Context: an optimization exercise on an open-source flow, tuned for small area. The choices shown serve that exercise and are no tape-out recipe. RTL that was checked went through simulation tests only; none was proved equivalent to the original. Power is estimated from default activity; no workload was simulated.

==> job 3923 <==
==> flow/design.v <==
module wr_rx_streamer_deframer #(
  parameter int unsigned FIFO_DEPTH = 64,
  parameter logic [15:0] MAGIC      = 16'h5752
) (
  input  logic        clk_sys,
  input  logic        rst,
  input  logic [15:0] snk_data,
  input  logic        snk_valid,
  input  logic        snk_sof,
  input  logic        snk_eof,
  input  logic        snk_error,
  output logic        snk_stall,
  output logic [31:0] rx_data,
  output logic        rx_valid,
  input  logic        rx_dreq,
  output logic        rx_first,
  output logic        rx_last,
  output logic        rx_lost,
  output logic        rx_error,
  output logic [31:0] cnt_frames,
  output logic [15:0] cnt_bad,
  output logic [15:0] cnt_lost
);
  localparam int unsigned AW = $clog2(FIFO_DEPTH);
  localparam logic [AW:0] StallLevel = (AW + 1)'(FIFO_DEPTH - 2);
  typedef enum logic [2:0] {StIdle, StHdrSeq, StPayHi, StPayLo, StDiscard} state_e;
  state_e        state_q, state_d;
  logic [35:0]   mem_q [FIFO_DEPTH];
  logic [AW-1:0] wr_ptr_q, rd_ptr_q;
  logic [AW:0]   count_q;
  logic [15:0]   hi_q, hi_d, expected_q, expected_d;
  logic [31:0]   pend_q, pend_d;
  logic          pend_valid_q, pend_valid_d;
  logic          lost_pend_q, lost_pend_d;
  logic          first_frame_q, first_frame_d;
  logic          started_q, started_d;
  logic          accept, pop, eval_magic, frame_inc, lost_inc;
  logic [1:0]    n_push, bad_inc;
  logic [31:0]   s0_data, s1_data;
  logic          s0_last, s0_err;
  logic [35:0]   s0_entry, s1_entry, head;
  logic [16:0]   bad_sum;
  assign rx_valid  = (count_q != '0);
  assign snk_stall = (count_q >= StallLevel);
  assign accept    = snk_valid && !snk_stall;
  assign pop       = rx_valid && rx_dreq;
  always_comb begin
    state_d       = state_q;
    hi_d          = hi_q;
    expected_d    = expected_q;
    pend_d        = pend_q;
    pend_valid_d  = pend_valid_q;
    lost_pend_d   = lost_pend_q;
    first_frame_d = first_frame_q;
    eval_magic    = 1'b0;
    frame_inc     = 1'b0;
    lost_inc      = 1'b0;
    bad_inc       = 2'd0;
    n_push        = 2'd0;
    s0_data       = pend_q;
    s0_last       = 1'b0;
    s0_err        = 1'b0;
    s1_data       = {hi_q, snk_data};
    if (accept) begin
      unique case (state_q)
        StIdle:    eval_magic = snk_sof;
        StDiscard: if (snk_eof) state_d = StIdle;
        default: begin
          if (snk_error || snk_sof) begin
            if (pend_valid_q) begin
              s0_last = 1'b1;
              s0_err  = 1'b1;
              n_push  = 2'd1;
            end
            pend_valid_d = 1'b0;
            bad_inc      = 2'd1;
            if (snk_error) state_d = snk_eof ? StIdle : StDiscard;
            else           eval_magic = 1'b1;
          end else if (state_q == StHdrSeq) begin
            if (!first_frame_q && snk_data != expected_q) begin
              lost_pend_d = 1'b1;
              lost_inc    = 1'b1;
            end
            expected_d    = snk_data + 16'd1;
            first_frame_d = 1'b0;
            if (snk_eof) begin
              frame_inc = 1'b1;
              state_d   = StIdle;
            end else begin
              state_d = StPayHi;
            end
          end else if (state_q == StPayHi) begin
            hi_d = snk_data;
            if (snk_eof) begin
              if (pend_valid_q) begin
                s0_last = 1'b1;
                s0_err  = 1'b1;
                n_push  = 2'd1;
              end
              pend_valid_d = 1'b0;
              bad_inc      = 2'd1;
              state_d      = StIdle;
            end else begin
              state_d = StPayLo;
            end
          end else begin
            if (pend_valid_q) n_push = 2'd1;
            if (snk_eof) begin
              if (pend_valid_q) begin
                n_push = 2'd2;
              end else begin
                s0_data = {hi_q, snk_data};
                s0_last = 1'b1;
                n_push  = 2'd1;
              end
              pend_valid_d = 1'b0;
              frame_inc    = 1'b1;
              state_d      = StIdle;
            end else begin
              pend_d       = {hi_q, snk_data};
              pend_valid_d = 1'b1;
              state_d      = StPayHi;
            end
          end
        end
      endcase
    end
    started_d = started_q | (n_push != 2'd0);
    if (n_push != 2'd0 && !started_q) lost_pend_d = 1'b0;
    if (eval_magic) begin
      if (snk_data == MAGIC && !snk_eof) begin
        state_d   = StHdrSeq;
        started_d = 1'b0;
      end else begin
        bad_inc = bad_inc + 2'd1;
        state_d = snk_eof ? StIdle : StDiscard;
      end
    end
  end
  assign s0_entry = {s0_err, lost_pend_q & ~started_q, s0_last, ~started_q, s0_data};
  assign s1_entry = {1'b0, 1'b0, 1'b1, 1'b0, s1_data};
  assign bad_sum  = {1'b0, cnt_bad} + 17'(bad_inc);
  always_ff @(posedge clk_sys) begin
    if (rst) begin
      state_q       <= StIdle;
      wr_ptr_q      <= '0;
      rd_ptr_q      <= '0;
      count_q       <= '0;
      hi_q          <= '0;
      expected_q    <= '0;
      pend_q        <= '0;
      pend_valid_q  <= 1'b0;
      lost_pend_q   <= 1'b0;
      first_frame_q <= 1'b1;
      started_q     <= 1'b0;
      cnt_frames    <= '0;
      cnt_bad       <= '0;
      cnt_lost      <= '0;
    end else begin
      state_q       <= state_d;
      wr_ptr_q      <= wr_ptr_q + AW'(n_push);
      rd_ptr_q      <= rd_ptr_q + AW'(pop);
      count_q       <= count_q + (AW + 1)'(n_push) - (AW + 1)'(pop);
      hi_q          <= hi_d;
      expected_q    <= expected_d;
      pend_q        <= pend_d;
      pend_valid_q  <= pend_valid_d;
      lost_pend_q   <= lost_pend_d;
      first_frame_q <= first_frame_d;
      started_q     <= started_d;
      cnt_frames    <= cnt_frames + 32'(frame_inc);
      cnt_bad       <= bad_sum[16] ? 16'hFFFF : bad_sum[15:0];
      if (lost_inc && cnt_lost != 16'hFFFF) cnt_lost <= cnt_lost + 16'd1;
    end
  end
  always_ff @(posedge clk_sys) begin
    if (n_push != 2'd0) mem_q[wr_ptr_q] <= s0_entry;
    if (n_push == 2'd2) mem_q[wr_ptr_q + AW'(1)] <= s1_entry;
  end
  assign head = rx_valid ? mem_q[rd_ptr_q] : '0;
  assign {rx_error, rx_lost, rx_last, rx_first, rx_data} = head;
endmodule
==> flow/run.sh <==
#!/bin/bash
# synth_recipe.tcl (not shown) runs the flow's synth.tcl, then flattens the netlist and writes it again
# the make line also repeats each setting of config.mk as NAME=value (left out here)
make -C /OpenROAD-flow-scripts/flow DESIGN_CONFIG=/design/flow/config.mk WORK_HOME=/design/flow/orfs CLKGATE_MAP_FILE= SYNTH_SCRIPT=/design/flow/synth_recipe.tcl finish
==> flow/config.mk <==
export PLATFORM = sky130hd
export DESIGN_NAME = wr_rx_streamer_deframer
export DESIGN_NICKNAME = wr_rx_streamer_deframer
export VERILOG_FILES = /design/flow/design.v
export SDC_FILE = /design/flow/constraint.sdc
export NUM_CORES = 4
export LEC_CHECK = 0
export CAP_MARGIN = 20
export CORE_MARGIN = 2
export CORE_UTILIZATION = 30
export SLEW_MARGIN = 20
==> flow/constraint.sdc <==
create_clock -name core_clock -period 10.0 [get_ports {clk_sys}]
set_input_delay 2.0000 -clock core_clock [delete_from_list [all_inputs] [get_ports {clk_sys}]]
set_output_delay 2.0000 -clock core_clock [all_outputs]
set_load 0.01 [all_outputs]
==> job 4388: changes against job 3923 <==
==> flow/design.v (replaced) <==
module wr_rx_streamer_deframer #(
  parameter int unsigned FIFO_DEPTH = 64,
  parameter logic [15:0] MAGIC      = 16'h5752
) (
  input  logic        clk_sys,
  input  logic        rst,
  input  logic [15:0] snk_data,
  input  logic        snk_valid,
  input  logic        snk_sof,
  input  logic        snk_eof,
  input  logic        snk_error,
  output logic        snk_stall,
  output logic [31:0] rx_data,
  output logic        rx_valid,
  input  logic        rx_dreq,
  output logic        rx_first,
  output logic        rx_last,
  output logic        rx_lost,
  output logic        rx_error,
  output logic [31:0] cnt_frames,
  output logic [15:0] cnt_bad,
  output logic [15:0] cnt_lost
);
  localparam int unsigned NS = FIFO_DEPTH - 1;
  localparam int unsigned AW = $clog2(NS);
  localparam int unsigned CW = $clog2(FIFO_DEPTH);
  localparam logic [CW-1:0] StallLevel = CW'(FIFO_DEPTH - 2);
  typedef enum logic [2:0] {StIdle, StHdrSeq, StPayHi, StPayLo, StDiscard} state_e;
  state_e        state_q, state_d;
  logic [AW-1:0] dp_q, rd_q;
  logic [CW-1:0] count_q;
  logic [15:0]   expected_q, expected_d;
  logic          pend_q, pend_d;
  logic          lost_pend_q, lost_pend_d;
  logic          first_frame_q, first_frame_d;
  logic          prev_last_q;
  logic          accept, pop, eval_magic, frame_inc, lost_inc;
  logic          hi_we, lo_we, ab_we;
  logic [1:0]    n_commit, bad_inc;
  logic [16:0]   bad_sum;
  logic [16*NS-1:0] mem_hi, mem_lo;
  logic [NS-1:0]    mem_last, mem_err, mem_lost;
  logic [NS-1:0]    wsel, rsel;
  assign rx_valid  = (count_q != '0);
  assign snk_stall = (count_q >= StallLevel);
  assign accept    = snk_valid && !snk_stall;
  assign pop       = rx_valid && rx_dreq;
  always_comb begin
    state_d       = state_q;
    expected_d    = expected_q;
    pend_d        = pend_q;
    lost_pend_d   = lost_pend_q;
    first_frame_d = first_frame_q;
    eval_magic    = 1'b0;
    frame_inc     = 1'b0;
    lost_inc      = 1'b0;
    bad_inc       = 2'd0;
    n_commit      = 2'd0;
    hi_we         = 1'b0;
    lo_we         = 1'b0;
    ab_we         = 1'b0;
    if (accept) begin
      unique case (state_q)
        StIdle:    eval_magic = snk_sof;
        StDiscard: if (snk_eof) state_d = StIdle;
        default: begin
          if (snk_error || snk_sof) begin
            ab_we    = pend_q;
            n_commit = {1'b0, pend_q};
            pend_d   = 1'b0;
            bad_inc  = 2'd1;
            if (snk_error) state_d = snk_eof ? StIdle : StDiscard;
            else           eval_magic = 1'b1;
          end else if (state_q == StHdrSeq) begin
            if (!first_frame_q && snk_data != expected_q) begin
              lost_pend_d = 1'b1;
              lost_inc    = 1'b1;
            end
            expected_d    = snk_data + 16'd1;
            first_frame_d = 1'b0;
            if (snk_eof) begin
              frame_inc = 1'b1;
              state_d   = StIdle;
            end else begin
              state_d = StPayHi;
            end
          end else if (state_q == StPayHi) begin
            hi_we = 1'b1;
            if (snk_eof) begin
              ab_we    = pend_q;
              n_commit = {1'b0, pend_q};
              pend_d   = 1'b0;
              bad_inc  = 2'd1;
              state_d  = StIdle;
            end else begin
              state_d = StPayLo;
            end
          end else begin
            lo_we = 1'b1;
            if (!pend_q) lost_pend_d = 1'b0;
            if (snk_eof) begin
              n_commit  = pend_q ? 2'd2 : 2'd1;
              pend_d    = 1'b0;
              frame_inc = 1'b1;
              state_d   = StIdle;
            end else begin
              n_commit = {1'b0, pend_q};
              pend_d   = 1'b1;
              state_d  = StPayHi;
            end
          end
        end
      endcase
    end
    if (eval_magic) begin
      if (snk_data == MAGIC && !snk_eof) begin
        state_d = StHdrSeq;
      end else begin
        bad_inc = bad_inc + 2'd1;
        state_d = snk_eof ? StIdle : StDiscard;
      end
    end
  end
  assign bad_sum = {1'b0, cnt_bad} + 17'(bad_inc);
  always_ff @(posedge clk_sys) begin
    if (rst) begin
      state_q       <= StIdle;
      dp_q          <= '0;
      rd_q          <= '0;
      count_q       <= '0;
      expected_q    <= '0;
      pend_q        <= 1'b0;
      lost_pend_q   <= 1'b0;
      first_frame_q <= 1'b1;
      prev_last_q   <= 1'b1;
      cnt_frames    <= '0;
      cnt_bad       <= '0;
      cnt_lost      <= '0;
    end else begin
      state_q       <= state_d;
      if (lo_we) dp_q <= (dp_q == AW'(NS - 1)) ? '0 : dp_q + AW'(1);
      if (pop) begin
        rd_q        <= (rd_q == AW'(NS - 1)) ? '0 : rd_q + AW'(1);
        prev_last_q <= rx_last;
      end
      count_q       <= count_q + CW'(n_commit) - CW'(pop);
      expected_q    <= expected_d;
      pend_q        <= pend_d;
      lost_pend_q   <= lost_pend_d;
      first_frame_q <= first_frame_d;
      cnt_frames    <= cnt_frames + 32'(frame_inc);
      cnt_bad       <= bad_sum[16] ? 16'hFFFF : bad_sum[15:0];
      if (lost_inc && cnt_lost != 16'hFFFF) cnt_lost <= cnt_lost + 16'd1;
    end
  end
  always_comb begin
    for (int i = 0; i < NS; i++) begin
      wsel[i] = (dp_q == AW'(i));
      rsel[i] = (rd_q == AW'(i));
    end
  end
  for (genvar i = 0; i < NS; i++) begin : g_slot
    localparam int unsigned NX = (i + 1) % NS;
    always_ff @(posedge clk_sys) begin
      if (hi_we && wsel[i]) mem_hi[16*i +: 16] <= snk_data;
      if (lo_we && wsel[i]) begin
        mem_lo[16*i +: 16] <= snk_data;
        mem_lost[i]        <= lost_pend_q & ~pend_q;
      end
      if ((lo_we && wsel[i]) || (ab_we && wsel[NX])) begin
        mem_last[i] <= ab_we | snk_eof;
        mem_err[i]  <= ab_we;
      end
    end
  end
  always_comb begin
    rx_data  = '0;
    rx_last  = 1'b0;
    rx_lost  = 1'b0;
    rx_error = 1'b0;
    for (int i = 0; i < NS; i++) begin
      rx_data  = rx_data | ({mem_hi[16*i +: 16], mem_lo[16*i +: 16]} & {32{rsel[i]}});
      rx_last  = rx_last | (mem_last[i] & rsel[i]);
      rx_lost  = rx_lost | (mem_lost[i] & rsel[i]);
      rx_error = rx_error | (mem_err[i] & rsel[i]);
    end
  end
  assign rx_first = prev_last_q;
endmodule
==> qor summary <==
| metric | job 3923 | job 4388 |
|---|---|---|
| Launching element of the worst setup path | rd_ptr_q[1] | rd_q[0] |
| Effective utilization at floorplan | 30.1% | 30.1% |
| Via Count | 88100 | 58200 |
| Internal power | 17.7 mW | 15.8 mW |
| Fin nets | 8433 | 5542 |
| Outcome | finished clean | finished clean |
| Post-placement cell count | 13300 | 9018 |
| Average instance area after synthesis | 13.6 sq um | 16.6 sq um |
| Number of clock sinks | 2458 | 2310 |
| Total routed wire length on the met1 layer | 169000 um | 126000 um |
| Met3 routed WL | 70900 um | 62900 um |
| Arr. time, crit path | 5.69 ns | 5.75 ns |
| Synthesized cell area | 0.119 sq mm | 0.0858 sq mm |
| Number of synthesized register bits | 2458 | 2310 |
| Multi-input comb cells | 5040 | 2548 |
| Gate power share | 12.3% | 4.6% |
| Count of clock-net buffers in the final layout | 367 | 273 |
| Signed area change from the synthesized netlist to the final layout | 13.8% | 17.6% |
| Worst path depth | 7 | 10 |
Function not checked in job 3923: the RTL went through the layout flow alone.

separate check: timing with driven ports:
In the flow no input, the clock included, has a driving cell. The finished layouts below were timed again as built, in two steps.
Step 1 (the two cells are an assumption about what drives the block):
set clk [get_ports {clk_sys}]
set_driving_cell -lib_cell sky130_fd_sc_hd__clkbuf_16 $clk
set_driving_cell -lib_cell sky130_fd_sc_hd__buf_2 [delete_from_list [all_inputs] $clk]
Step 2 also shifts input and output timing later by t, the mid clock arrival at the registers, as if the neighbouring blocks saw the same clock.
Three values: no drivers, after step 1, after step 2; two values: the first two.
run | t, ns | setup slack, ns | clock arrival spread, ns | worst register clock-pin slew, ns | worst slew at a driven data input, ns
job 3923 | 0.961 | 2.308 / 2.211 / 3.052 | 0.100 / 0.100 | 0.06 / 0.06 | 0.08
job 4388 | 0.970 | 2.253 / 2.163 / 3.133 | 0.153 / 0.153 | 0.07 / 0.07 | 0.11
After both steps every run listed still meets setup and hold.
